What follows belongs to an exercise in optimizing a design on an open flow for small area and a short achievable clock period; a production flow would make more cautious choices. RTL that was checked went through simulation tests only; none was proved equivalent to the original. The flow treats the clock pin as an ideal source. Dropping or thinning the clock tree relies on that and would not hold on a real chip. Power figures rest on the tool's default switching activity, not on a simulated workload.

job 788:
==> flow/design.v (excerpt) <==
module bbox (
    input  logic                              clk,
    input  logic                              i_rst,
    input  logic [3*24-1:0] i_vert_x,    
    input  logic [3*24-1:0] i_vert_y,
    input  logic                              i_valid,
    input  logic [24-1:0]           i_screen_w,
    input  logic [24-1:0]           i_screen_h,
    input  logic [3:0]                        i_msaa,        
    input  logic                              i_halt,
    output logic [3*24-1:0] o_vert_x,
    output logic [3*24-1:0] o_vert_y,
    output logic [24-1:0]           o_ll_x,
    output logic [24-1:0]           o_ll_y,
    output logic [24-1:0]           o_ur_x,
    output logic [24-1:0]           o_ur_y,
    output logic                              o_valid
);
==> flow/config.mk <==
export PLATFORM = sky130hd
export DESIGN_NAME = bbox
export DESIGN_NICKNAME = bbox
export VERILOG_FILES = /design/flow/design.v
export SDC_FILE = /design/flow/constraint.sdc
export NUM_CORES = 4
export LEC_CHECK = 0
export CAP_MARGIN = 20
export CORE_MARGIN = 2
export CORE_UTILIZATION = 65
export SLEW_MARGIN = 20
==> flow/constraint.sdc <==
create_clock -name core_clock -period 8.0 [get_ports {clk}]
set_input_delay 1.6000 -clock core_clock [delete_from_list [all_inputs] [get_ports {clk}]]
set_output_delay 1.6000 -clock core_clock [all_outputs]
set_load 0.01 [all_outputs]
run.sh (not shown) runs the stock make flow with config.mk's settings and CLKGATE_MAP_FILE= SYNTH_SCRIPT=/design/flow/synth_recipe.tcl, a recipe that flattens the netlist after the stock synthesis.
In summary, job 788 completed successfully, with a layout that passed the timing, design-rule and antenna checks.
Input changes introduced in job 1022 (baseline for comparison: job 788):
# job 788
export LEC_CHECK = 0
export CAP_MARGIN = 20
export CORE_MARGIN = 2
export CORE_UTILIZATION = 65
export SLEW_MARGIN = 20
create_clock -name core_clock -period 8.0 [get_ports {clk}]
# job 1022
export LEC_CHECK = 0
export CAP_MARGIN = 20
export CORE_MARGIN = 2
export CORE_UTILIZATION = 65
export SETUP_SLACK_MARGIN = 5
export SLEW_MARGIN = 20
create_clock -name core_clock -period 8.0 [get_ports {clk}]
==> flow/flow/run.sh (new file) <==
#!/bin/bash
# Standard ORFS layout, with single-strength port buffers instead of the
# default delay-buffer cell; everything else as the standard.sh
set -euo pipefail
export BUFFER_PORTS_ARGS="-buffer_cell sky130_fd_sc_hd__buf_1"
bash standard.sh finish > flow_orfs.log 2>&1
==> flow/standard.sh (new file) <==
#!/bin/bash
# synth_recipe.tcl (not shown) runs the flow's synth.tcl, then flattens the netlist and writes it again
# the make line also repeats each setting of config.mk as NAME=value (left out here)
make -C /OpenROAD-flow-scripts/flow DESIGN_CONFIG=/design/flow/config.mk WORK_HOME=/design/flow/orfs CLKGATE_MAP_FILE= SYNTH_SCRIPT=/design/flow/synth_recipe.tcl "${@:-finish}"
removed: flow/run.sh
--- outcome ---
Delta(combinational power, job 1022 - job 788) < 0. Job 1022: number of cells on the critical path 3 below job 788. Job 1022 vs. job 788: via count of the first global-routing pass shows a reduction of 6.6%; delay contributed by the slowest stage of the critical path went down 0.23 ns. Job 788 → job 1022: met3 track demand over resource +0.24 points, design area -about 7.5%. Comparing job 1022 and job 788, synthesis-to-layout area growth is lower on job 1022.
#### Input delta (job 1546 over job 1022)
==> flow/run.sh (new file) <==
#!/bin/bash
# synth_recipe.tcl (not shown) runs the flow's synth.tcl, then flattens the netlist and writes it again
# the make line also repeats each setting of config.mk as NAME=value (left out here)
make -C /OpenROAD-flow-scripts/flow DESIGN_CONFIG=/design/flow/config.mk WORK_HOME=/design/flow/orfs CLKGATE_MAP_FILE= SYNTH_SCRIPT=/design/flow/synth_recipe.tcl finish
removed: flow/flow/run.sh
removed: flow/standard.sh
Results
The final estimated routing congestion in global placement reported for job 1546 is smaller than that of job 1022 by about 0.56%. Compared with job 1022, job 1546 shows via count higher by 464. Compared with job 1022, job 1546 degrades post-route total power. Between job 1546 and job 1022, the difference in initial cell density of the core is negligible. In job 1546 relative to job 1022, via-per-instance ratio had gone up by a few percent. Routed wire in job 1546 totals more than in job 1022. Against job 1022, largest voltage drop on the vdd net in job 1546 came out worse. Job 1546: flow completed, timing, DRC and antenna clean. Fraction of area in multi-input gates, job 1546 and job 1022: smaller value in job 1546. Min part of the total power dissipated in combinational logic across job 1546 and job 1022: job 1022. Compared with job 1022, job 1546 shows a lower maximum frequency.

---

bbox, a different RTL version from the one above (not shown whole).
Size in the first run: ~1600 cells after synthesis, ~630 flip-flops, roughly 440 I/O pins, roughly 0.025 sq mm of cells after synthesis.
// bbox
module bbox (
    input  logic                              clk,
    input  logic                              i_rst,
    input  logic [3*24-1:0] i_vert_x,    
    input  logic [3*24-1:0] i_vert_y,
    input  logic                              i_valid,
    input  logic [24-1:0]           i_screen_w,
    input  logic [24-1:0]           i_screen_h,
    input  logic [3:0]                        i_msaa,        
    input  logic                              i_halt,
    output logic [3*24-1:0] o_vert_x,
    output logic [3*24-1:0] o_vert_y,
    output logic [24-1:0]           o_ll_x,
    output logic [24-1:0]           o_ll_y,
    output logic [24-1:0]           o_ur_x,
    output logic [24-1:0]           o_ur_y,
    output logic                              o_valid
);
==> flow/config.mk <==
export PLATFORM = sky130hd
export DESIGN_NAME = bbox
export DESIGN_NICKNAME = bbox
export VERILOG_FILES = /design/flow/design.v
export SDC_FILE = /design/flow/constraint.sdc
export NUM_CORES = 4
export LEC_CHECK = 0
export CAP_MARGIN = 20
export CORE_MARGIN = 2
export CORE_UTILIZATION = 70
export SETUP_SLACK_MARGIN = 5
export SLEW_MARGIN = 20
==> flow/constraint.sdc <==
create_clock -name core_clock -period 8.0 [get_ports {clk}]
set_input_delay 1.6000 -clock core_clock [delete_from_list [all_inputs] [get_ports {clk}]]
set_output_delay 1.6000 -clock core_clock [all_outputs]
set_load 0.01 [all_outputs]
standard.sh (not shown) runs the stock make flow with config.mk's settings and CLKGATE_MAP_FILE= SYNTH_SCRIPT=/design/flow/synth_recipe.tcl, a recipe that flattens the netlist after the stock synthesis.
==> flow/flow/run.sh <==
#!/bin/bash
# Standard ORFS layout, with single-strength port buffers instead of the
# default delay-buffer cell, and timing repair aimed past the 5 ns margin cap
set -euo pipefail
export BUFFER_PORTS_ARGS="-buffer_cell sky130_fd_sc_hd__buf_1"
bash standard.sh SETUP_SLACK_MARGIN=5.5 finish > flow_orfs.log 2>&1
Change:
==> flow/flow/run.sh (replaced) <==
#!/bin/bash
# Standard ORFS layout, with single-strength port buffers instead of the
# default delay-buffer cell; everything else as the standard.sh
set -euo pipefail
export BUFFER_PORTS_ARGS="-buffer_cell sky130_fd_sc_hd__buf_1"
bash standard.sh finish > flow_orfs.log 2>&1
- CORE_UTILIZATION: 70 -> 80
Now the flow ended with an error in clock tree synthesis.
Synthesized cell count does not change.
Synthesized area is unchanged.
Change:
==> flow/flow/run.sh (replaced) <==
#!/bin/bash
# Standard ORFS layout, with single-strength port buffers instead of the
# default delay-buffer cell, and timing repair aimed past the 5 ns margin cap
set -euo pipefail
export BUFFER_PORTS_ARGS="-buffer_cell sky130_fd_sc_hd__buf_1"
bash standard.sh SETUP_SLACK_MARGIN=5.3 finish > flow_orfs.log 2>&1
- CORE_UTILIZATION: 80 -> 70
The changed run finished with timing, DRC and antenna clean. Synthesized cell count does not change. Area after synthesis does not change.
Change:
==> flow/flow/run.sh (replaced) <==
#!/bin/bash
# Standard ORFS layout with three changes to how it is built:
#  - single-strength port buffers instead of the default delay-buffer cell
#  - timing repair aimed past the 5 ns margin cap
#  - clock tree with larger sink clusters and no dummy balancing loads
set -euo pipefail
export BUFFER_PORTS_ARGS="-buffer_cell sky130_fd_sc_hd__buf_1"
export CTS_ARGS="-sink_clustering_enable -repair_clock_nets -dont_use_dummy_load -sink_clustering_size 25 -sink_clustering_max_diameter 80"
bash standard.sh SETUP_SLACK_MARGIN=5.3 finish > flow_orfs.log 2>&1
The new run ran to the end with no violations.
Area after synthesis does not change.
Power came out lower by about a fifth.
Clock power falls by well over a third.
Via count drops by a few percent.
Change:
==> flow/flow/run.sh (replaced) <==
#!/bin/bash
# Standard ORFS layout, with single-strength port buffers instead of the
# default delay-buffer cell; everything else as the standard.sh
set -euo pipefail
export BUFFER_PORTS_ARGS="-buffer_cell sky130_fd_sc_hd__buf_1"
bash standard.sh finish > flow_orfs.log 2>&1
The new run passed the timing, design-rule and antenna checks. Power increases by 16%. Register-to-register slack got worse by 170 ps. Setup slack is worse by 150 ps. Sequential power barely changes. Routed wire length decreases by 0.83%. Clock-buffer cell count went up by 36. Global-route usage went up by 1.1 points. Clock power climbs by about 70%.

---

Setup of job 103:
Another version of the RTL of bbox (not shown whole).
For scale: roughly 1,600 cells after synthesis, about 630 flip-flops, ~440 I/O pins.
==> flow/config.mk <==
export PLATFORM = sky130hd
export DESIGN_NAME = bbox
export DESIGN_NICKNAME = bbox
export VERILOG_FILES = /design/flow/design.v
export SDC_FILE = /design/flow/constraint.sdc
export NUM_CORES = 4
export LEC_CHECK = 0
export CAP_MARGIN = 20
export CORE_MARGIN = 2
export CORE_UTILIZATION = 70
export SETUP_SLACK_MARGIN = 5
export SLEW_MARGIN = 20
==> flow/constraint.sdc <==
create_clock -name core_clock -period 8.0 [get_ports {clk}]
set_input_delay 1.6000 -clock core_clock [delete_from_list [all_inputs] [get_ports {clk}]]
set_output_delay 1.6000 -clock core_clock [all_outputs]
set_load 0.01 [all_outputs]
==> flow/flow/run.sh <==
#!/bin/bash
# Standard ORFS layout with three changes to how it is built:
#  - single-strength port buffers instead of the default delay-buffer cell
#  - timing repair aimed past the 5 ns margin cap
#  - clock tree with larger sink clusters and no dummy balancing loads
set -euo pipefail
export BUFFER_PORTS_ARGS="-buffer_cell sky130_fd_sc_hd__buf_1"
export CTS_ARGS="-sink_clustering_enable -repair_clock_nets -dont_use_dummy_load -sink_clustering_size 25 -sink_clustering_max_diameter 80"
bash standard.sh SETUP_SLACK_MARGIN=5.3 finish > flow_orfs.log 2>&1
The inputs of job 104 differ from those of job 103 as listed below.
==> flow/flow/run.sh <==
#!/bin/bash
# Standard ORFS layout with four changes to how it is built:
#  - single-strength port buffers instead of the default delay-buffer cell
#  - output port buffers moved next to their driving registers after
#    global placement (flow/move_obufs.tcl)
#  - timing repair aimed past the 5 ns margin cap
#  - clock tree with larger sink clusters and no dummy balancing loads
set -euo pipefail
export BUFFER_PORTS_ARGS="-buffer_cell sky130_fd_sc_hd__buf_1"
export POST_GLOBAL_PLACE_TCL="$PWD/flow/move_obufs.tcl"
export CTS_ARGS="-sink_clustering_enable -repair_clock_nets -dont_use_dummy_load -sink_clustering_size 25 -sink_clustering_max_diameter 80"
bash standard.sh SETUP_SLACK_MARGIN=5.3 finish > flow_orfs.log 2>&1
==> flow/flow/move_obufs.tcl (new file) <==
# After global placement: move each output port's buffer onto the cell that
# drives it, so the register output sees a short wire and the buffer, not
# the register, drives the long wire to the pin. Detailed placement
# legalizes the moved buffers afterwards.
set block [ord::get_db_block]
set moved 0
foreach bterm [$block getBTerms] {
  if {[$bterm getIoType] != "OUTPUT"} { continue }
  set net [$bterm getNet]
  if {$net == "NULL"} { continue }
  set buf ""
  foreach it [$net getITerms] {
    if {[$it isOutputSignal]} { set buf [$it getInst] }
  }
  if {$buf == ""} { continue }
  if {![string match "*buf*" [[$buf getMaster] getName]]} { continue }
  set src ""
  foreach it [$buf getITerms] {
    if {[$it isInputSignal] && [$it getNet] != "NULL"} {
      foreach jt [[$it getNet] getITerms] {
        if {[$jt isOutputSignal]} { set src [$jt getInst] }
      }
    }
  }
  if {$src == ""} { continue }
  set loc [$src getLocation]
  $buf setLocation [lindex $loc 0] [lindex $loc 1]
  incr moved
}
puts "move_obufs: moved $moved output buffers onto their drivers"
Notes after the runs:
- Diff job 104..job 103 | setup slack | negligible
- On total power of the final layout, job 104 and job 103 are neck and neck.
- Job 103 -> job 104: average via count per standard cell decreased slightly
- Taking job 103 as the reference, in job 104 final design instance area without fill comparable; hold slack moved up.
- Core utilization ended up 0.16 points higher on job 104 than on job 103.
- Changes observed in job 104 relative to job 103: number of nets in the final layout essentially unchanged; maximum achievable frequency was more or less identical; wire length on met3 shrank by about 2.3%.

---

Another version of the RTL of bbox (not shown whole).
Size: about 1,700 cells after synthesis, about 630 flip-flops, ~440 I/O pins, roughly 26,000 um2 of cells after synthesis.
==> flow/config.mk <==
export PLATFORM = sky130hd
export DESIGN_NAME = bbox
export DESIGN_NICKNAME = bbox
export VERILOG_FILES = /design/flow/design.v
export SDC_FILE = /design/flow/constraint.sdc
export NUM_CORES = 4
export LEC_CHECK = 0
export CAP_MARGIN = 20
export CORE_MARGIN = 2
export CORE_UTILIZATION = 70
export SETUP_SLACK_MARGIN = 5
export SLEW_MARGIN = 20
==> flow/constraint.sdc <==
create_clock -name core_clock -period 8.0 [get_ports {clk}]
set_input_delay 1.6000 -clock core_clock [delete_from_list [all_inputs] [get_ports {clk}]]
set_output_delay 1.6000 -clock core_clock [all_outputs]
set_load 0.01 [all_outputs]
==> flow/flow/run.sh <==
#!/bin/bash
# Standard ORFS layout, with single-strength port buffers instead of the
# default delay-buffer cell; everything else as the standard.sh
set -euo pipefail
export BUFFER_PORTS_ARGS="-buffer_cell sky130_fd_sc_hd__buf_1"
bash standard.sh finish > flow_orfs.log 2>&1
Edit:
GPL_TIMING_DRIVEN = 1   (was not set)
The changed run went through all stages and came out clean; clock-buffer cell count does not change; total power is unchanged; synthesized cell count is unchanged; setup slack does not change; routed wire length is unchanged; via count does not change.
No functional check of the RTL was part of any run of this note.

---

The RTL this note starts from:
==> flow/design.v <==
package bbox_pkg;
    typedef logic signed [24-1:0] coord_t;
    typedef enum logic [3:0] {
        MSAA_1X  = 4'b1000,   
        MSAA_4X  = 4'b0100,   
        MSAA_16X = 4'b0010,   
        MSAA_64X = 4'b0001    
    } msaa_mode_e;
endpackage
module bbox_extent (
    input  logic [3*24-1:0] i_vert,      
    input  logic [24-1:0]           i_screen,
    input  logic [24-1:0]           i_mask,
    output logic [2:0]                        o_cmp,       
    output logic [2:0]                        o_lt,        
    output logic                              o_neg,       
    output logic                              o_pos        
);
    localparam int SF = 24;
    logic signed [SF-1:0] f0, f1, f2, s;
    logic                 pos0, pos1, pos2;   
    assign f0 = i_vert[0*SF +: SF] & i_mask;
    assign f1 = i_vert[1*SF +: SF] & i_mask;
    assign f2 = i_vert[2*SF +: SF] & i_mask;
    assign s  = i_screen;
    bbox_lt u_c01 (.i_a(f1), .i_b(f0), .o_lt(o_cmp[0]));
    bbox_lt u_c02 (.i_a(f2), .i_b(f0), .o_lt(o_cmp[1]));
    bbox_lt u_c12 (.i_a(f2), .i_b(f1), .o_lt(o_cmp[2]));
    bbox_lt u_l0 (.i_a(f0), .i_b(s), .o_lt(o_lt[0]));
    bbox_lt u_l1 (.i_a(f1), .i_b(s), .o_lt(o_lt[1]));
    bbox_lt u_l2 (.i_a(f2), .i_b(s), .o_lt(o_lt[2]));
    assign pos0 = !f0[SF-1] && |f0[SF-2:0];
    assign pos1 = !f1[SF-1] && |f1[SF-2:0];
    assign pos2 = !f2[SF-1] && |f2[SF-2:0];
    assign o_neg = f0[SF-1] || f1[SF-1] || f2[SF-1];
    assign o_pos = pos0 || pos1 || pos2;
endmodule
module bbox_lt (
    input  logic [24-1:0] i_a,
    input  logic [24-1:0] i_b,
    output logic                    o_lt       
);
    localparam int SF = 24;
    localparam int LV = 5;                  
    localparam int NP = 1 << LV;
    logic [NP-1:0] lt [LV+1];
    logic [NP-1:0] gt [LV+1];
    always_comb begin
        for (int l = 0; l <= LV; l++) begin
            lt[l] = '0;
            gt[l] = '0;
        end
        for (int i = 0; i < SF; i++) begin
            if (i == SF - 1) begin
                lt[0][i] = i_a[i] & ~i_b[i];
                gt[0][i] = ~i_a[i] & i_b[i];
            end else begin
                lt[0][i] = ~i_a[i] & i_b[i];
                gt[0][i] = i_a[i] & ~i_b[i];
            end
        end
        for (int l = 1; l <= LV; l++) begin
            for (int i = 0; i < (NP >> l); i++) begin
                lt[l][i] = lt[l-1][2*i+1] | (~gt[l-1][2*i+1] & lt[l-1][2*i]);
                gt[l][i] = gt[l-1][2*i+1] | (~lt[l-1][2*i+1] & gt[l-1][2*i]);
            end
        end
    end
    assign o_lt = lt[LV][0];
endmodule
module bbox_grid_clip (
    input  logic [3*24-1:0] i_vert,
    input  logic [24-1:0]           i_screen,
    input  logic [24-1:0]           i_mask,
    input  logic [2:0]                        i_cmp,       
    input  logic [2:0]                        i_lt,        
    input  logic                              i_neg,       
    input  logic                              i_pos,       
    output logic [24-1:0]           o_lo,
    output logic [24-1:0]           o_hi,
    output logic                              o_ok         
);
    localparam int SF = 24;
    logic       c01, c02, c12;
    logic [2:0] lo, hi;
    logic [2:0] lo_sel;                     
    logic [3:0] hi_sel;                     
    assign {c12, c02, c01} = i_cmp;
    assign lo[0] = !c01 && !c02;
    assign lo[1] =  c01 && !c12;
    assign lo[2] =  c02 &&  c12;
    assign hi[0] =  c01 &&  c02;
    assign hi[1] = !c01 &&  c12;
    assign hi[2] = !c02 && !c12;
    assign lo_sel = i_neg ? 3'b000 : lo;
    assign hi_sel = (i_lt == 3'b111) ? {1'b0, hi} : 4'b1000;
    assign o_ok = (i_lt != 3'b000) && !i_screen[SF-1] && |i_screen[SF-2:0] && i_pos;
    always_comb begin
        o_lo = '0;
        o_hi = i_screen & {SF{hi_sel[3]}};
        for (int v = 0; v < 3; v++) begin
            o_lo |= i_vert[v*SF +: SF] & i_mask & {SF{lo_sel[v]}};
            o_hi |= i_vert[v*SF +: SF] & i_mask & {SF{hi_sel[v]}};
        end
    end
endmodule
module bbox_pipe #(
    parameter int WIDTH = 1,
    parameter bit RESET = 1'b0
) (
    input  logic             clk,
    input  logic             i_rst,
    input  logic             i_halt,          
    input  logic [WIDTH-1:0] i_data,
    output logic [WIDTH-1:0] o_data
);
    if (RESET) begin : g_rst
        always_ff @(posedge clk) begin
            if (i_rst || !i_halt) o_data <= i_data & {WIDTH{!i_rst}};
        end
    end else begin : g_norst
        always_ff @(posedge clk) begin
            if (!i_halt) o_data <= i_data;
        end
    end
endmodule
module bbox (
    input  logic                              clk,
    input  logic                              i_rst,
    input  logic [3*24-1:0] i_vert_x,    
    input  logic [3*24-1:0] i_vert_y,
    input  logic                              i_valid,
    input  logic [24-1:0]           i_screen_w,
    input  logic [24-1:0]           i_screen_h,
    input  logic [3:0]                        i_msaa,        
    input  logic                              i_halt,
    output logic [3*24-1:0] o_vert_x,
    output logic [3*24-1:0] o_vert_y,
    output logic [24-1:0]           o_ll_x,
    output logic [24-1:0]           o_ll_y,
    output logic [24-1:0]           o_ur_x,
    output logic [24-1:0]           o_ur_y,
    output logic                              o_valid
);
    localparam int NV = 3;
    localparam int SF = 24;
    localparam int RX = 10;
    localparam int VW = NV * SF;
    logic [2:0]    keep_in;
    always_comb begin
        case (i_msaa)
            bbox_pkg::MSAA_4X:  keep_in = 3'b100;
            bbox_pkg::MSAA_16X: keep_in = 3'b110;
            bbox_pkg::MSAA_64X: keep_in = 3'b111;
            default:            keep_in = 3'b000;
        endcase
    end
    logic [VW-1:0] s1_vx, s1_vy;
    logic [SF-1:0] s1_sw, s1_sh;
    logic [2:0]    s1_keep;
    logic          s1_valid;
    bbox_pipe #(.WIDTH(2*VW + 2*SF + 3)) u_s1 (
        .clk(clk), .i_rst(i_rst), .i_halt(i_halt),
        .i_data({i_vert_x, i_vert_y, i_screen_w, i_screen_h, keep_in}),
        .o_data({s1_vx, s1_vy, s1_sw, s1_sh, s1_keep})
    );
    bbox_pipe #(.WIDTH(1), .RESET(1'b1)) u_s1v (
        .clk(clk), .i_rst(i_rst), .i_halt(i_halt), .i_data(i_valid), .o_data(s1_valid)
    );
    logic [SF-1:0] s1_mask;
    assign s1_mask = {{(SF-RX){1'b1}}, s1_keep, {(RX-3){1'b0}}};
    logic [2:0] cmp_x, cmp_y, lt_x, lt_y;
    logic       neg_x, neg_y, pos_x, pos_y;
    bbox_extent u_ext_x (
        .i_vert(s1_vx), .i_screen(s1_sw), .i_mask(s1_mask),
        .o_cmp(cmp_x), .o_lt(lt_x), .o_neg(neg_x), .o_pos(pos_x)
    );
    bbox_extent u_ext_y (
        .i_vert(s1_vy), .i_screen(s1_sh), .i_mask(s1_mask),
        .o_cmp(cmp_y), .o_lt(lt_y), .o_neg(neg_y), .o_pos(pos_y)
    );
    logic [VW-1:0] s2_vx, s2_vy;
    logic [SF-1:0] s2_sw, s2_sh;
    logic [2:0]    s2_keep;
    logic [2:0]    s2_cmp_x, s2_cmp_y, s2_lt_x, s2_lt_y;
    logic          s2_neg_x, s2_neg_y, s2_pos_x, s2_pos_y;
    logic          s2_valid;
    bbox_pipe #(.WIDTH(2*VW + 2*SF + 3 + 16)) u_s2 (
        .clk(clk), .i_rst(i_rst), .i_halt(i_halt),
        .i_data({s1_vx, s1_vy, s1_sw, s1_sh, s1_keep, cmp_x, cmp_y, lt_x, lt_y, neg_x, neg_y, pos_x, pos_y}),
        .o_data({s2_vx, s2_vy, s2_sw, s2_sh, s2_keep, s2_cmp_x, s2_cmp_y, s2_lt_x, s2_lt_y, s2_neg_x, s2_neg_y, s2_pos_x, s2_pos_y})
    );
    bbox_pipe #(.WIDTH(1), .RESET(1'b1)) u_s2v (
        .clk(clk), .i_rst(i_rst), .i_halt(i_halt),
        .i_data(s1_valid), .o_data(s2_valid)
    );
    logic [SF-1:0] s2_mask;
    assign s2_mask = {{(SF-RX){1'b1}}, s2_keep, {(RX-3){1'b0}}};
    logic [SF-1:0] ll_x, ll_y, ur_x, ur_y;
    logic          ok_x, ok_y;
    bbox_grid_clip u_clip_x (
        .i_vert(s2_vx), .i_screen(s2_sw), .i_mask(s2_mask),
        .i_cmp(s2_cmp_x), .i_lt(s2_lt_x), .i_neg(s2_neg_x), .i_pos(s2_pos_x),
        .o_lo(ll_x), .o_hi(ur_x), .o_ok(ok_x)
    );
    bbox_grid_clip u_clip_y (
        .i_vert(s2_vy), .i_screen(s2_sh), .i_mask(s2_mask),
        .i_cmp(s2_cmp_y), .i_lt(s2_lt_y), .i_neg(s2_neg_y), .i_pos(s2_pos_y),
        .o_lo(ll_y), .o_hi(ur_y), .o_ok(ok_y)
    );
    logic [SF-RX+1:0] s3_ll_x, s3_ll_y;
    bbox_pipe #(.WIDTH(2*VW + 2*SF + 2*(SF-RX+2))) u_s3 (
        .clk(clk), .i_rst(i_rst), .i_halt(i_halt),
        .i_data({s2_vx, s2_vy, ur_x, ur_y, ll_x[SF-2:RX-3], ll_y[SF-2:RX-3]}),
        .o_data({o_vert_x, o_vert_y, o_ur_x, o_ur_y, s3_ll_x, s3_ll_y})
    );
    bbox_pipe #(.WIDTH(1), .RESET(1'b1)) u_s3v (
        .clk(clk), .i_rst(i_rst), .i_halt(i_halt),
        .i_data(s2_valid && ok_x && ok_y), .o_data(o_valid)
    );
    assign o_ll_x = {1'b0, s3_ll_x, {(RX-3){1'b0}}};
    assign o_ll_y = {1'b0, s3_ll_y, {(RX-3){1'b0}}};
endmodule
clock: 8.0 ns
lec_check: 0
cap_margin: 20
core_margin: 2
core_utilization: 70
setup_slack_margin: 5
slew_margin: 20
==> flow/flow/run.sh <==
#!/bin/bash
# Standard ORFS layout with these changes to how it is built:
#  - single-strength port buffers instead of the default delay-buffer cell
#  - each vertex input pin placed beside the output pin it is delayed to
#  - clock tree with larger sink clusters and no dummy balancing loads,
#    then its upper levels replaced by four root buffers that the clock
#    port drives (flow/clock_roots.tcl), so every register's clock passes
#    two buffers instead of three
#  - timing repair aimed past the 5 ns margin cap
set -euo pipefail
export FLOW_FLOW_DIR="$PWD/flow"
export BUFFER_PORTS_ARGS="-buffer_cell sky130_fd_sc_hd__buf_1"
export CTS_ARGS="-sink_clustering_enable -repair_clock_nets -dont_use_dummy_load -sink_clustering_size 25 -sink_clustering_max_diameter 80"
export POST_CTS_TCL="$PWD/flow/post_cts.tcl"
groups=""
for a in x y; do
  for b in $(seq 0 71); do
    groups+=" -group_pins {i_vert_${a}[${b}] o_vert_${a}[${b}]}"
  done
done
export PLACE_PINS_ARGS="$groups"
bash standard.sh SETUP_SLACK_MARGIN=5.5 finish > flow_orfs.log 2>&1
Other scripts of this flow, unchanged in this note and not shown: flow/flow/clock_roots.tcl, flow/flow/post_cts.tcl
The baseline passed the timing, design-rule and antenna checks.
Next try:
--- a/flow/flow/run.sh
+++ b/flow/flow/run.sh
@@ -21,2 +21,2 @@
 export PLACE_PINS_ARGS="$groups"
-bash standard.sh SETUP_SLACK_MARGIN=5.5 finish > flow_orfs.log 2>&1
+bash standard.sh SETUP_SLACK_MARGIN=5.35 finish > flow_orfs.log 2>&1
Clock skew is about the same.
Routed wire length came out lower by 1.7%.
Global-route usage drops by 0.55 points.
Synthesized cell count stays the same.
Total power came out lower by about 0.46%.
Sequential power is about the same.
Final area is lower by about 1%.
Setup slack hardly moves.
Core utilization falls by 0.80 points.
Maximum frequency is about the same.
Final cell count is about the same.
Next try:
--- a/flow/flow/run.sh
+++ b/flow/flow/run.sh
@@ -3,3 +3,4 @@
 #  - single-strength port buffers instead of the default delay-buffer cell
-#  - each vertex input pin placed beside the output pin it is delayed to
+#  - the pins of each coordinate bit (the three vertices' input and output,
+#    the screen size input and the box corner outputs) placed together
 #  - clock tree with larger sink clusters and no dummy balancing loads,
@@ -15,5 +16,11 @@
 groups=""
-for a in x y; do
-  for b in $(seq 0 71); do
-    groups+=" -group_pins {i_vert_${a}[${b}] o_vert_${a}[${b}]}"
+for a in x:w y:h; do
+  ax=${a%:*}; sc=${a#*:}
+  for b in $(seq 0 23); do
+    g="i_screen_${sc}[${b}] o_ur_${ax}[${b}] o_ll_${ax}[${b}]"
+    for v in 0 1 2; do
+      k=$((24 * v + b))
+      g+=" i_vert_${ax}[${k}] o_vert_${ax}[${k}]"
+    done
+    groups+=" -group_pins {${g}}"
   done
=> The changed run ran to the end with no violations; sequential share of layout area rose by 0.36 points; power fell slightly; cell area fell slightly; clock skew fell by 13 ps; global-route usage fell by 3.2 points; maximum frequency fell by a few percent; worst setup slack got worse by 65 ps; clock power fell by a few percent; cell count is about the same.
Next try:
==> flow/flow/run.sh (replaced) <==
#!/bin/bash
# Standard ORFS layout with these changes to how it is built:
#  - single-strength port buffers instead of the default delay-buffer cell
#  - each vertex input pin placed beside the output pin it is delayed to
#  - clock tree with larger sink clusters and no dummy balancing loads,
#    then its upper levels replaced by four root buffers that the clock
#    port drives (flow/clock_roots.tcl), so every register's clock passes
#    two buffers instead of three
#  - timing repair aimed past the 5 ns margin cap
set -euo pipefail
export FLOW_FLOW_DIR="$PWD/flow"
export BUFFER_PORTS_ARGS="-buffer_cell sky130_fd_sc_hd__buf_1"
export CTS_ARGS="-sink_clustering_enable -repair_clock_nets -dont_use_dummy_load -sink_clustering_size 25 -sink_clustering_max_diameter 80"
export POST_CTS_TCL="$PWD/flow/post_cts.tcl"
groups=""
for a in x y; do
  for b in $(seq 0 71); do
    groups+=" -group_pins {i_vert_${a}[${b}] o_vert_${a}[${b}]}"
  done
done
export PLACE_PINS_ARGS="$groups"
bash standard.sh SETUP_SLACK_MARGIN=5.42 finish > flow_orfs.log 2>&1
The changed run ran to the end with no violations.
Via count is higher by 2.8%.
Die area stays the same.
Wire length is higher by 8.4%.
Power is higher by 1.9%.
Cell count is about the same.
Hold slack barely changes.
Design area is higher by 0.53%.
Clock skew is higher by 14 ps.
Area after synthesis is unchanged.
Global-route usage is higher by 3.3 points.
Worst setup slack is better by 41 ps.
Next try:
--- a/flow/flow/run.sh
+++ b/flow/flow/run.sh
@@ -3,3 +3,4 @@
 #  - single-strength port buffers instead of the default delay-buffer cell
-#  - each vertex input pin placed beside the output pin it is delayed to
+#  - the pins of each coordinate bit (the three vertices' input and output,
+#    the screen size input and the box corner outputs) placed together
 #  - clock tree with larger sink clusters and no dummy balancing loads,
@@ -15,5 +16,11 @@
 groups=""
-for a in x y; do
-  for b in $(seq 0 71); do
-    groups+=" -group_pins {i_vert_${a}[${b}] o_vert_${a}[${b}]}"
+for a in x:w y:h; do
+  ax=${a%:*}; sc=${a#*:}
+  for b in $(seq 0 23); do
+    g="i_screen_${sc}[${b}] o_ur_${ax}[${b}] o_ll_${ax}[${b}]"
+    for v in 0 1 2; do
+      k=$((24 * v + b))
+      g+=" i_vert_${ax}[${k}] o_vert_${ax}[${k}]"
+    done
+    groups+=" -group_pins {${g}}"
   done
@@ -21,2 +28,2 @@
 export PLACE_PINS_ARGS="$groups"
-bash standard.sh SETUP_SLACK_MARGIN=5.42 finish > flow_orfs.log 2>&1
+bash standard.sh SETUP_SLACK_MARGIN=5.5 finish > flow_orfs.log 2>&1
Area after synthesis does not change; routed wire length is higher by a few percent; core utilization increases by 2.4 points; setup slack improved by 33 ps; fmax is higher slightly; synthesized cell count does not change; via count is higher by a few percent; cell count climbs slightly.

static timing again, ports no longer ideal:
In the flow no input, the clock included, has a driving cell. The finished layouts below were timed again as built, in two steps.
Step 1 assumes that a clkbuf_16 drives the clock port and a buf_2 every other input.
Step 2 also shifts input and output timing later by t, the mid clock arrival at the registers, as if the neighbouring blocks saw the same clock.
a / b / c = ideal ports / drivers / drivers and shift; a / b = the first two.
run	t (ns)	setup slack, ns	worst slew at a driven data input, ns	cell pins on the clock port's net
job 788	0.665	4.276 / 4.234 / 3.570	0.09	1
job 1022	0.670	5.114 / 5.058 / 4.476	0.09	1
job 1546	0.665	5.030 / 4.974 / 4.681	0.10	1
the first run of note 2	0.663	5.111 / 5.101 / 4.560	0.12	1
the third run of note 2	0.657	5.124 / 5.124 / 4.675	0.13	1
the fourth run of note 2	0.641	5.181 / 5.126 / 4.733	0.11	1
the fifth run of note 2	0.649	5.027 / 5.027 / 4.528	0.11	1
job 103	0.647	5.130 / 5.073 / 4.881	0.11	1
job 104	0.646	5.129 / 5.074 / 4.802	0.11	1
the first run of note 4	0.661	4.910 / 4.910 / 4.573	0.10	1
the second run of note 4	0.661	4.910 / 4.910 / 4.573	0.10	1
the first run of note 5	0.472	5.343 / 5.225 / 5.124	0.10	4
the second run of note 5	0.464	5.340 / 5.231 / 4.972	0.10	4
the third run of note 5	0.467	5.275 / 5.246 / 4.904	0.11	4
the fourth run of note 5	0.469	5.316 / 5.200 / 5.067	0.10	4
the fifth run of note 5	0.477	5.349 / 5.229 / 5.137	0.14	4
After both steps setup and hold are still met in every run listed. The setup slack of job 788, which loses most, moves by -0.042 ns with the drivers and by -0.706 ns with both steps.
